This design comes from an exercise in tuning for small area, a short achievable clock period and few clock cycles per item on the open sky130 flow, not from production work. Function was checked by simulation only, so behaviour that the tests miss may differ from the original. Power is estimated from default activity; no workload was simulated.

**flow/design.v**
```verilog
`default_nettype none
package modem_pkg;
	localparam int sample_w = 16;  
	localparam int cordic_iter = 16;  
	localparam int cordic_ext = 2;  
	localparam int fifo_depth = 16;
	localparam int dly_w = 4;  
	typedef enum logic [2:0] {
		port_x = 3'd0,  
		port_y = 3'd1,  
		port_cfg = 3'd2,
		port_status = 3'd3,  
		port_cmd = 3'd7  
	} port_addr_t;
	typedef enum logic [1:0] {
		idle,
		run,
		done  
	} cordic_state_t;
endpackage
`default_nettype wire
`timescale 1ns/10ps
`default_nettype none
module modem_ports(
	input wire clk,
	input wire rst,
	input wire iocs,  
	input wire [2:0] ioaddr,
	input wire [modem_pkg::sample_w-1:0] din,
	input wire iowr,
	input wire iord,
	input wire [modem_pkg::sample_w-1:0] fifo_x,  
	input wire [modem_pkg::sample_w-1:0] fifo_y,
	input wire fifo_empty,
	input wire fifo_full,
	output logic [modem_pkg::sample_w-1:0] dout,  
	output logic xmt,  
	output logic ptt,
	output logic fm,  
	output logic [modem_pkg::dly_w-1:0] dly,
	output logic [modem_pkg::sample_w-1:0] tx_x,  
	output logic [modem_pkg::sample_w-1:0] tx_y,
	output logic tx_wr,
	output logic fifo_flush,
	output logic cpu_pop
);
	modem_pkg::port_addr_t addr;
	logic wr;
	logic rd;
	logic wr_x;
	logic wr_y;
	logic wr_cfg;
	logic wr_cmd;
	assign addr = modem_pkg::port_addr_t'(ioaddr);
	assign wr = iocs & iowr;
	assign rd = iocs & iord;
	assign wr_x = wr & (addr == modem_pkg::port_x);
	assign wr_y = wr & (addr == modem_pkg::port_y);
	assign wr_cfg = wr & (addr == modem_pkg::port_cfg);
	assign wr_cmd = wr & (addr == modem_pkg::port_cmd);
	assign fifo_flush = wr_cmd & din[1];  
	assign cpu_pop = rd & (addr == modem_pkg::port_y);  
	always_ff @(posedge clk)
	begin
		if (rst)
		begin
			fm <= 1'b0;
			dly <= '0;
			xmt <= 1'b0;  
			ptt <= 1'b0;  
			tx_y <= '0;  
			tx_wr <= 1'b0;
			dout <= '0;
		end
		else
		begin
			if (wr_cfg)
			begin
				fm <= din[0];
				dly <= din[7:4];
			end
			if (wr_cmd)
			begin
				xmt <= din[0];
				ptt <= din[3];
			end
			if (wr_y)
				tx_y <= din + (fm ? tx_y : '0);
			tx_wr <= wr_y & xmt;  
			if (rd)
			begin
				case (addr)
				modem_pkg::port_x: dout <= fifo_x;
				modem_pkg::port_y: dout <= fifo_y;
				modem_pkg::port_cfg: dout <= {8'h00, dly, 3'b000, fm};
				modem_pkg::port_status: dout <= {fifo_empty, fifo_full, 14'h0000};
				default: dout <= '0;
				endcase
			end
		end
	end
	always_ff @(posedge clk)
	begin
		if (wr_x)
			tx_x <= din;
	end
endmodule
`default_nettype wire
`timescale 1ns/10ps
`default_nettype none
module cordic_serial(
	input wire clk,
	input wire rst,
	input wire [modem_pkg::sample_w-1:0] xi,
	input wire [modem_pkg::sample_w-1:0] yi,
	input wire [modem_pkg::sample_w-1:0] zi,  
	input wire rotate,  
	input wire load,  
	output logic [modem_pkg::sample_w-1:0] xo,
	output logic [modem_pkg::sample_w-1:0] yo,
	output logic [modem_pkg::sample_w-1:0] zo,
	output logic rdy,
	output logic busy
);
	modem_pkg::cordic_state_t state;
	logic [$clog2(modem_pkg::cordic_iter)-1:0] cnt;  
	logic mode;  
	logic last;
	logic signed [modem_pkg::sample_w+modem_pkg::cordic_ext-1:0] x;
	logic signed [modem_pkg::sample_w+modem_pkg::cordic_ext-1:0] y;
	logic [modem_pkg::sample_w-1:0] z;
	logic signed [modem_pkg::sample_w+modem_pkg::cordic_ext-1:0] xe;
	logic signed [modem_pkg::sample_w+modem_pkg::cordic_ext-1:0] ye;
	logic flip;
	logic signed [modem_pkg::sample_w+modem_pkg::cordic_ext-1:0] xs;
	logic signed [modem_pkg::sample_w+modem_pkg::cordic_ext-1:0] ys;
	logic dpos;
	logic signed [modem_pkg::sample_w+modem_pkg::cordic_ext-1:0] x_nxt;
	logic signed [modem_pkg::sample_w+modem_pkg::cordic_ext-1:0] y_nxt;
	logic [modem_pkg::sample_w-1:0] z_nxt;
	logic [modem_pkg::sample_w-1:0] atan;
	assign busy = (state != modem_pkg::idle);
	assign last = (int'(cnt) == modem_pkg::cordic_iter - 1);
	always_comb
	begin
		xe = {{modem_pkg::cordic_ext{xi[modem_pkg::sample_w-1]}}, xi};
		ye = {{modem_pkg::cordic_ext{yi[modem_pkg::sample_w-1]}}, yi};
		flip = rotate ? (zi[modem_pkg::sample_w-1] ^ zi[modem_pkg::sample_w-2]) : xi[modem_pkg::sample_w-1];
	end
	always_comb
	begin
		case (cnt)
		4'd0: atan = 16'd8192;
		4'd1: atan = 16'd4836;
		4'd2: atan = 16'd2555;
		4'd3: atan = 16'd1297;
		4'd4: atan = 16'd651;
		4'd5: atan = 16'd326;
		4'd6: atan = 16'd163;
		4'd7: atan = 16'd81;
		4'd8: atan = 16'd41;
		4'd9: atan = 16'd20;
		4'd10: atan = 16'd10;
		4'd11: atan = 16'd5;
		4'd12: atan = 16'd3;
		4'd13: atan = 16'd1;
		4'd14: atan = 16'd1;
		4'd15: atan = 16'd0;
		default: atan = '0;
		endcase
	end
	always_comb
	begin
		xs = x >>> cnt;
		ys = y >>> cnt;
		dpos = mode ? ~z[modem_pkg::sample_w-1] : y[modem_pkg::sample_w+modem_pkg::cordic_ext-1];
		if (dpos)
		begin
			x_nxt = x - ys;
			y_nxt = y + xs;
			z_nxt = z - atan;
		end
		else
		begin
			x_nxt = x + ys;
			y_nxt = y - xs;
			z_nxt = z + atan;
		end
	end
	always_ff @(posedge clk)
	begin
		if (rst)
		begin
			state <= modem_pkg::idle;
			cnt <= '0;
			rdy <= 1'b0;
		end
		else
		begin
			rdy <= 1'b0;
			case (state)
			modem_pkg::idle:
				if (load)
				begin
					cnt <= '0;
					state <= modem_pkg::run;
				end
			modem_pkg::run:
			begin
				cnt <= cnt + 1'b1;
				if (last)
				begin
					state <= modem_pkg::done;
					rdy <= 1'b1;  
				end
			end
			default: state <= modem_pkg::idle;  
			endcase
		end
	end
	always_ff @(posedge clk)
	begin
		if (state == modem_pkg::idle && load)
		begin
			x <= flip ? -xe : xe;
			y <= flip ? -ye : ye;
			z <= flip ? {~zi[modem_pkg::sample_w-1], zi[modem_pkg::sample_w-2:0]} : zi;  
			mode <= rotate;
		end
		else if (state == modem_pkg::run)
		begin
			x <= x_nxt;
			y <= y_nxt;
			z <= z_nxt;
		end
		if (state == modem_pkg::run && last)
		begin
			xo <= x_nxt[modem_pkg::sample_w+modem_pkg::cordic_ext-1:modem_pkg::cordic_ext];  
			yo <= y_nxt[modem_pkg::sample_w+modem_pkg::cordic_ext-1:modem_pkg::cordic_ext];
			zo <= z_nxt;
		end
	end
endmodule
`default_nettype wire
`timescale 1ns/10ps
`default_nettype none
module fm_discrim(
	input wire clk,
	input wire rst,
	input wire [modem_pkg::sample_w-1:0] mag,
	input wire [modem_pkg::sample_w-1:0] phs,
	input wire iv,
	input wire fm,  
	input wire [modem_pkg::dly_w-1:0] dly,  
	output logic [modem_pkg::sample_w-1:0] mag_out,
	output logic [modem_pkg::sample_w-1:0] frq_out,  
	output logic ov
);
	logic [modem_pkg::sample_w-1:0] dline [2**modem_pkg::dly_w];  
	always_ff @(posedge clk)
	begin
		if (rst)
		begin
			for (int i = 0; i < 2**modem_pkg::dly_w; i++)
				dline[i] <= '0;
			ov <= 1'b0;
		end
		else
		begin
			ov <= iv;
			if (iv)
			begin
				dline[0] <= phs;
				for (int i = 1; i < 2**modem_pkg::dly_w; i++)
					dline[i] <= dline[i-1];
			end
		end
	end
	always_ff @(posedge clk)
	begin
		if (iv)
		begin
			mag_out <= mag;
			frq_out <= phs - (fm ? dline[dly] : '0);  
		end
	end
endmodule
`default_nettype wire
`timescale 1ns/10ps
`default_nettype none
module sample_fifo(
	input wire clk,
	input wire rst,
	input wire flush,  
	input wire wr,
	input wire [2*modem_pkg::sample_w-1:0] wdata,  
	input wire rd,
	output logic [2*modem_pkg::sample_w-1:0] rdata,  
	output logic empty,
	output logic full
);
	logic [2*modem_pkg::sample_w-1:0] mem [modem_pkg::fifo_depth];
	logic [$clog2(modem_pkg::fifo_depth)-1:0] wp;
	logic [$clog2(modem_pkg::fifo_depth)-1:0] rp;
	logic [$clog2(modem_pkg::fifo_depth):0] count;  
	logic do_wr;
	logic do_rd;
	assign empty = (count == '0);
	assign full = (int'(count) == modem_pkg::fifo_depth);
	assign do_wr = wr & ~full;  
	assign do_rd = rd & ~empty;
	assign rdata = mem[rp];
	always_ff @(posedge clk)
	begin
		if (rst || flush)
		begin
			wp <= '0;
			rp <= '0;
			count <= '0;
		end
		else
		begin
			if (do_wr)
				wp <= wp + 1'b1;  
			if (do_rd)
				rp <= rp + 1'b1;
			if (do_wr && !do_rd)
				count <= count + 1'b1;
			else if (do_rd && !do_wr)
				count <= count - 1'b1;
		end
	end
	always_ff @(posedge clk)
	begin
		if (do_wr)
			mem[wp] <= wdata;
	end
endmodule
`default_nettype wire
`timescale 1ns/10ps
`default_nettype none
module modem_top(
	input wire clk,
	input wire rst,
	input wire iocs,
	input wire [2:0] ioaddr,
	input wire [modem_pkg::sample_w-1:0] din,
	input wire iowr,
	input wire iord,
	input wire [modem_pkg::sample_w-1:0] rdix,  
	input wire [modem_pkg::sample_w-1:0] rdiy,  
	input wire riv,
	input wire toe,  
	output logic [modem_pkg::sample_w-1:0] dout,
	output logic [modem_pkg::sample_w-1:0] tdox,
	output logic [modem_pkg::sample_w-1:0] tdoy,
	output logic tov,
	output logic xmtout,
	output logic pttout
);
	logic xmt;
	logic ptt;
	logic fm;
	logic [modem_pkg::dly_w-1:0] dly;
	logic [modem_pkg::sample_w-1:0] tx_x;
	logic [modem_pkg::sample_w-1:0] tx_y;
	logic tx_wr;
	logic fifo_flush;
	logic cpu_pop;
	logic tx_pop;
	logic fifo_rd;
	logic fifo_empty;
	logic fifo_full;
	logic [modem_pkg::sample_w-1:0] fifo_x;
	logic [modem_pkg::sample_w-1:0] fifo_y;
	logic f_wr;
	logic [2*modem_pkg::sample_w-1:0] f_data;
	logic [modem_pkg::sample_w-1:0] c_x;
	logic [modem_pkg::sample_w-1:0] c_y;
	logic [modem_pkg::sample_w-1:0] c_z;
	logic c_load;
	logic c_rot;
	logic [modem_pkg::sample_w-1:0] c_xo;
	logic [modem_pkg::sample_w-1:0] c_yo;
	logic [modem_pkg::sample_w-1:0] c_zo;
	logic c_rdy;
	logic c_busy;
	logic [modem_pkg::sample_w-1:0] mag_out;
	logic [modem_pkg::sample_w-1:0] frq_out;
	logic fd_ov;
	assign tx_pop = xmt & toe & ~fifo_empty & ~c_busy & ~c_load;
	assign fifo_rd = xmt ? tx_pop : cpu_pop;
	always_ff @(posedge clk)
	begin
		if (rst)
		begin
			c_load <= 1'b0;
			c_rot <= 1'b0;
		end
		else
		begin
			c_load <= xmt ? tx_pop : riv;
			c_rot <= xmt;  
		end
	end
	always_ff @(posedge clk)
	begin
		c_x <= xmt ? fifo_x : rdix;  
		c_y <= xmt ? '0 : rdiy;
		c_z <= xmt ? fifo_y : '0;  
	end
	always_ff @(posedge clk)
	begin
		if (rst)
			f_wr <= 1'b0;
		else
			f_wr <= xmt ? tx_wr : fd_ov;
	end
	always_ff @(posedge clk)
	begin
		f_data <= xmt ? {tx_x, tx_y} : {mag_out, frq_out};
	end
	modem_ports u_ports (
		.clk(clk),
		.rst(rst),
		.iocs(iocs),
		.ioaddr(ioaddr),
		.din(din),
		.iowr(iowr),
		.iord(iord),
		.fifo_x(fifo_x),
		.fifo_y(fifo_y),
		.fifo_empty(fifo_empty),
		.fifo_full(fifo_full),
		.dout(dout),
		.xmt(xmt),
		.ptt(ptt),
		.fm(fm),
		.dly(dly),
		.tx_x(tx_x),
		.tx_y(tx_y),
		.tx_wr(tx_wr),
		.fifo_flush(fifo_flush),
		.cpu_pop(cpu_pop)
	);
	cordic_serial u_cordic (
		.clk(clk),
		.rst(rst),
		.xi(c_x),
		.yi(c_y),
		.zi(c_z),
		.rotate(c_rot),
		.load(c_load),
		.xo(c_xo),
		.yo(c_yo),
		.zo(c_zo),
		.rdy(c_rdy),
		.busy(c_busy)
	);
	fm_discrim u_discrim (
		.clk(clk),
		.rst(rst),
		.mag(c_xo),
		.phs(c_zo),
		.iv(c_rdy & ~c_rot),
		.fm(fm),
		.dly(dly),
		.mag_out(mag_out),
		.frq_out(frq_out),
		.ov(fd_ov)
	);
	sample_fifo u_fifo (
		.clk(clk),
		.rst(rst),
		.flush(fifo_flush),
		.wr(f_wr),
		.wdata(f_data),
		.rd(fifo_rd),
		.rdata({fifo_x, fifo_y}),
		.empty(fifo_empty),
		.full(fifo_full)
	);
	assign tdox = c_xo;  
	assign tdoy = c_yo;
	assign tov = c_rdy & c_rot;
	assign xmtout = xmt;
	assign pttout = ptt;
endmodule
`default_nettype wire
```
**flow/run.sh**
```bash
#!/bin/bash
# synth_recipe.tcl (not shown) runs the flow's synth.tcl, then flattens the netlist and writes it again
# the make line also repeats each setting of config.mk as NAME=value (left out here)
make -C /OpenROAD-flow-scripts/flow DESIGN_CONFIG=/design/flow/config.mk WORK_HOME=/design/flow/orfs CLKGATE_MAP_FILE= SYNTH_SCRIPT=/design/flow/synth_recipe.tcl finish
```
**flow/config.mk**
```make
export PLATFORM = sky130hd
export DESIGN_NAME = modem_top
export DESIGN_NICKNAME = modem_top
export VERILOG_FILES = /design/flow/design.v
export SDC_FILE = /design/flow/constraint.sdc
export NUM_CORES = 4
export LEC_CHECK = 0
export CAP_MARGIN = 20
export CORE_MARGIN = 2
export CORE_UTILIZATION = 40
export SLEW_MARGIN = 20
```
**flow/constraint.sdc**
```tcl
create_clock -name core_clock -period 7.0 [get_ports {clk}]
set_input_delay 1.4000 -clock core_clock [delete_from_list [all_inputs] [get_ports {clk}]]
set_output_delay 1.4000 -clock core_clock [all_outputs]
set_load 0.01 [all_outputs]
```
==> run notes <==
area by class of cell:
type / count / share of cell area (%)
Multi-Input combinational cell: 2486 / 33.61
Timing Repair Buffer: 170 / 2.943
Sequential cell: 1079 / 52.30
Antenna cell: 2 / 0.009270
Clock inverter: 52 / 1.289
Tap cell: 1536 / 3.560
Inverter: 60 / 0.4311
Clock buffer: 155 / 5.864
cells in the mapped netlist, drive strengths merged, types with 6 or more instances:
cell and instances:
o21a 21, nand2b 23, clkbuf 175, xor2 53, a31oi 18, or3 16, and2 41, a21oi 374
edfxtp 661, nor2 199, nor2b 36, or2 11, a22oi 113, a221oi 11, xnor2 93, dfxtp 418
buf 44, mux2 78, nand2 666, fa 6, o21ai 109, nand3 35, nor4 11, o221ai 17
a22o 12, ha 100, nand4 28, o41ai 7, inv 58, o31ai 7, nor3 53, mux2i 54
a21o 21, a211oi 13, mux4 189
path summary, 6_finish.rpt:
kind,cells past startpoint,endpoint
hold reg to reg,2,u_discrim.dline[13][5]
setup / recovery,17,u_cordic.y[15]
setup reg to reg,17,u_cordic.y[15]
hold / removal,2,u_discrim.dline[13][5]
layer usage:
layer	vias to the layer above	track usage [%]
li1	14341	-
met1	15555	30.44
met2	1091	31.22
met3	192	3.227
met4	2	6.264
met5	-	0
layout by cell type, fill, tap and decap left out, drive strengths merged, types with 54 or more instances in the layout:
cell type	count
mux4	189
clkdlybuf4s50	107
ha	100
o21ai	109
xnor2	93
mux2i	54
buf	63
a21oi	374
nor2	199
nand2	666
clkbuf	155
a22oi	113
dfxtp	418
edfxtp	661
inv	61
mux2	78
power groups by stage:
stage	Combinational, mW	Sequential, mW	Clock [mW]
after floorplan	3.40	7.52	0
after global placement	4.26	7.70	0
after detailed placement	4.28	7.69	0
after CTS	4.33	7.56	6.30
after global routing	4.91	7.58	6.53
final	4.36	7.56	6.18
logic make-up (layout without fill, tap and decap cells):
kind of cell / Yosys count / in the layout
other: 0 / 2
DFF: 1079 / 1079
and+or+nand+nor: 1138 / 1138
buffers and inverters: 279 / 437
muxes: 321 / 321
AOI/OAI and AO/OA: 775 / 775
xor gates and xnor gates: 146 / 146
adders and majority gates: 106 / 106
tightest hold or removal path, cell delays in order, from the launching register on:
cell and delay, ns:
sky130_fd_sc_hd__dfxtp_1 0.32, sky130_fd_sc_hd__nand2_1 0.06, sky130_fd_sc_hd__a21oi_1 0.05
sequential cells by signal, summed over array words and instances (netlist names), 18 cells and up, named ones only:
signal	cells
u_fifo.mem	512
u_discrim.dline	256
f_data	32
u_cordic.x	18
u_cordic.y	18
==> run notes <==
The worst-case setup margin in the final layout is 1.654 ns. Dividing the detail-routed wire length by the instance count gives 22.79 um. The total design power came out at 18.10 mW.

The internal power came out at 12.77 mW. The share of synthesized flip-flops with an asynchronous set or reset is 0%. The number of buffers inserted to repair setup after CTS came out at 0. The total of endpoints with negative setup slack in the final report came out at 0.

The total via count after detailed routing is 31181. The congestion estimate from routability-driven global placement came to 0.8781. The die covers 120900 um2. The cell area after synthesis came out at 47260 um2. The clock skew is 0.06434 ns. The area of all placed cells without fillers is 53990 um2. The DRC violation count after routing came out at 0. The net switching power of the design came out at between 5 and 6 mW. The worst hold path begins at u_discrim.dline[12][5].

Per report_power, the clock group accounts for between 30% and 40% of the total. The area fraction in compound gates after synthesis is 9.957%. The power density over the cells came out at 335.3 nW/um2. The count of final hold-check violations came out at 0.

The post-synthesis area per instance is 12.29 um2. The data arrival time of the critical path came out at 5.78 ns. The worst setup path is launched from a flop. The combinational share of power came out at 24.1%. The all-layer global routing usage is 20.61%. The fraction of the core area covered by cells at the end of the flow came out at a little under half. The flow ran to the end and the layout has no timing, DRC or antenna violations. The number of antenna violations at the first check in global routing is 15. The multi-input gate area in the final layout came out at 18140 um2. The finished layout holds roughly 5500 standard cells, fillers aside. The ratio of routed vias to standard cells is between 5 and 6. Global routing finished with a remaining overflow of 0.

The highest attainable clock frequency came out at 187.1 MHz. By instance count, the cell type seen most on the critical path is sky130_fd_sc_hd__o21ai_0. The worst-case setup slack after placement came out at 1.674 ns. The number of H-tree branching levels came out at 3. In this run the static leakage power is 17.63 nW. The proportion of netlist area held by the largest area contributor came out at between 40% and 50%. The cell family contributing the most delay on the critical path is compound AO/OA/AOI/OAI gates.

The die outline width is 347.7 um. The shortest clock period the worst path allows after layout came out at 5.346 ns. Setup repair after global routing left no endpoint under its margin. In this run, distinct cell masters in the synthesized netlist total 76. The endpoint type of the worst setup path is a flop. The synthesized design spends more area on one cell type than any other, namely sky130_fd_sc_hd__edfxtp_1. Detailed placement ended at an HPWL of 77830 um. Walking the worst path, the cells encountered are mux4_2, mux2i_1, nand2_1, o21ai_0, ha_1, nand2_1, o21ai_0, ha_1, a21oi_1, o211ai_1, o41ai_1, o21ai_0, a21boi_0, o21ai_0, xor2_1, nand2_1, o21ai_0.

The max-capacitance violation count is 0. Summed over all nets, wire length on met3 after detailed routing comes to 8884 um. Including well taps, the total number of placed cells is 5331. The number of global-route vias before repair came out at 29521. The final number of max-transition violations is 0. The TritonCTS clock tree is built. The combined buffer and inverter count along the critical path is 0. The placement row count came out at 126.

The worst setup path is of the flop to flop kind. The floorplan die height came out at between 300 and 400 um. Across all hold checks on the routed design, the worst slack comes to 0.4351 ns. The hold buffer count at CTS is 0. After routing, the total negative slack on setup checks comes to 0 ns.

Of all nets on the critical path, the largest fanout is 37. The clock root buffer master is sky130_fd_sc_hd__clkbuf_16. After synthesis, the largest family of logic cells by area is multiplexers. The required time at the endpoint of the critical path is 7.44 ns. The area added between synthesis and finish is 14.23%. The area of the core region came out at about 120000 um2. After Yosys synthesis, and, or, nand and nor cells account for 10.36% of the synthesized area. The worst slew margin relative to its limit is 26.78%. The slack of the worst reg-to-reg path is roughly 1.7 ns.

The share of power burned in registers came out at between 40% and 50%. The number of buffers created by CTS is 110. The transition time of the tightest slew-check pin came out at roughly 1.1 ns. The pin count of the biggest net entering global routing is 207.

The uppermost metal layer occupied by signal nets is met5. The xor and xnor fraction of the mapped netlist area came out at 2.706%. The synthesized instance count is 3844. The initial utilization of the core area, before any placement, comes to 40.19%.

The critical register-to-register path startpoint is u_cordic.cnt[1]. The most critical setup path has its startpoint at u_cordic.cnt[1]. The sequential cell area is 28230 um2. The maximum VDD drop is roughly 0.21 mV. The detailed router's first-iteration violation count is 3381. The arithmetic-cell share of the synthesized area counting full adders, half adders and majority gates is roughly 2.9%. On the worst path, the slowest cell contributes a delay of 0.92 ns. For the worst-skew pair, the clock arrives at the later sink with an insertion delay of 0.73 ns. The synthesized netlist net count is 4008. For this block, wires on met1 add up to 57320 um.

The number of antenna-violating nets in the routed design came out at 0. The post-placement cell area is 50100 um2. The share of the clock period used by the worst path after layout came out at 76.37%. The total iterations of the first detailed-routing run is 6. The switching part of the total is 29.45%.

After clock tree synthesis, the clock-pin slew on the worst setup and hold paths is approximately 0.060 ns. The quantity of I/O buffers inserted on ports came out at about 110. The register bit count reported by yosys came out at 1079. The share of synthesized area spent on multiplexers is 12.05%.

The first-pass GRT wire length is 188800 um. The sequential cell area fraction in the yosys report is between 50 and 60%. The synthesized design contains around 660 enable-type register cells. The number of sinks driven by the clock tree came out at 1079. By area the synthesized netlist is led by sky130_fd_sc_hd__edfxtp_1 42%, sky130_fd_sc_hd__dfxtp_1 18%, sky130_fd_sc_hd__mux4_2 8.8%, sky130_fd_sc_hd__nand2_1 5.3%, sky130_fd_sc_hd__a21oi_1 4.0%. In the detailed route, the total length drawn on met2 is 56550 um. On the critical path, the stage with the largest delay is an instance of sky130_fd_sc_hd__dfxtp_2.

The final layout net count is between 4000 and 5000. The number of fill cells in the layout came out at 10565. The post-cts resize count is 0.

The share of cells above drive strength 1 is 14.09%. The longest clock path from root to sink contains 3 buffers. The wire length reported by the detailed router came out at 126200 um. The number of top-level pins is ~110. The path class of the tightest hold or removal check is flop to flop. The yosys synthesis warning count came out at 6. The leading register cell type out of synthesis is sky130_fd_sc_hd__edfxtp_1.
Testbench counts, summed over its fixed seeds: cycles 9,752, items 512.

==> separate check: timing with driven ports <==
Ports are ideal in the flow. The routed layout listed here was re-timed in OpenROAD. Step 1, drivers: a clkbuf_16 drives clk and a buf_2 each remaining input, both assumed. Step 2 adds t to the input delays and takes it off the output delays; t is the mean of the earliest and latest rising clock arrival at the registers after step 1. Input paths then give back, and output paths get back, about the clock's delay inside the block. Three values: no drivers, after step 1, after step 2; two values: the first two.
t (ns): 0.778
setup slack, ns: 1.654 / 1.654 / 1.654
worst setup path after step 2: register to register
After both steps this run still meets setup and hold. For this run, drivers alone change the setup slack by 0.000 ns; drivers and shift together by 0.000 ns.
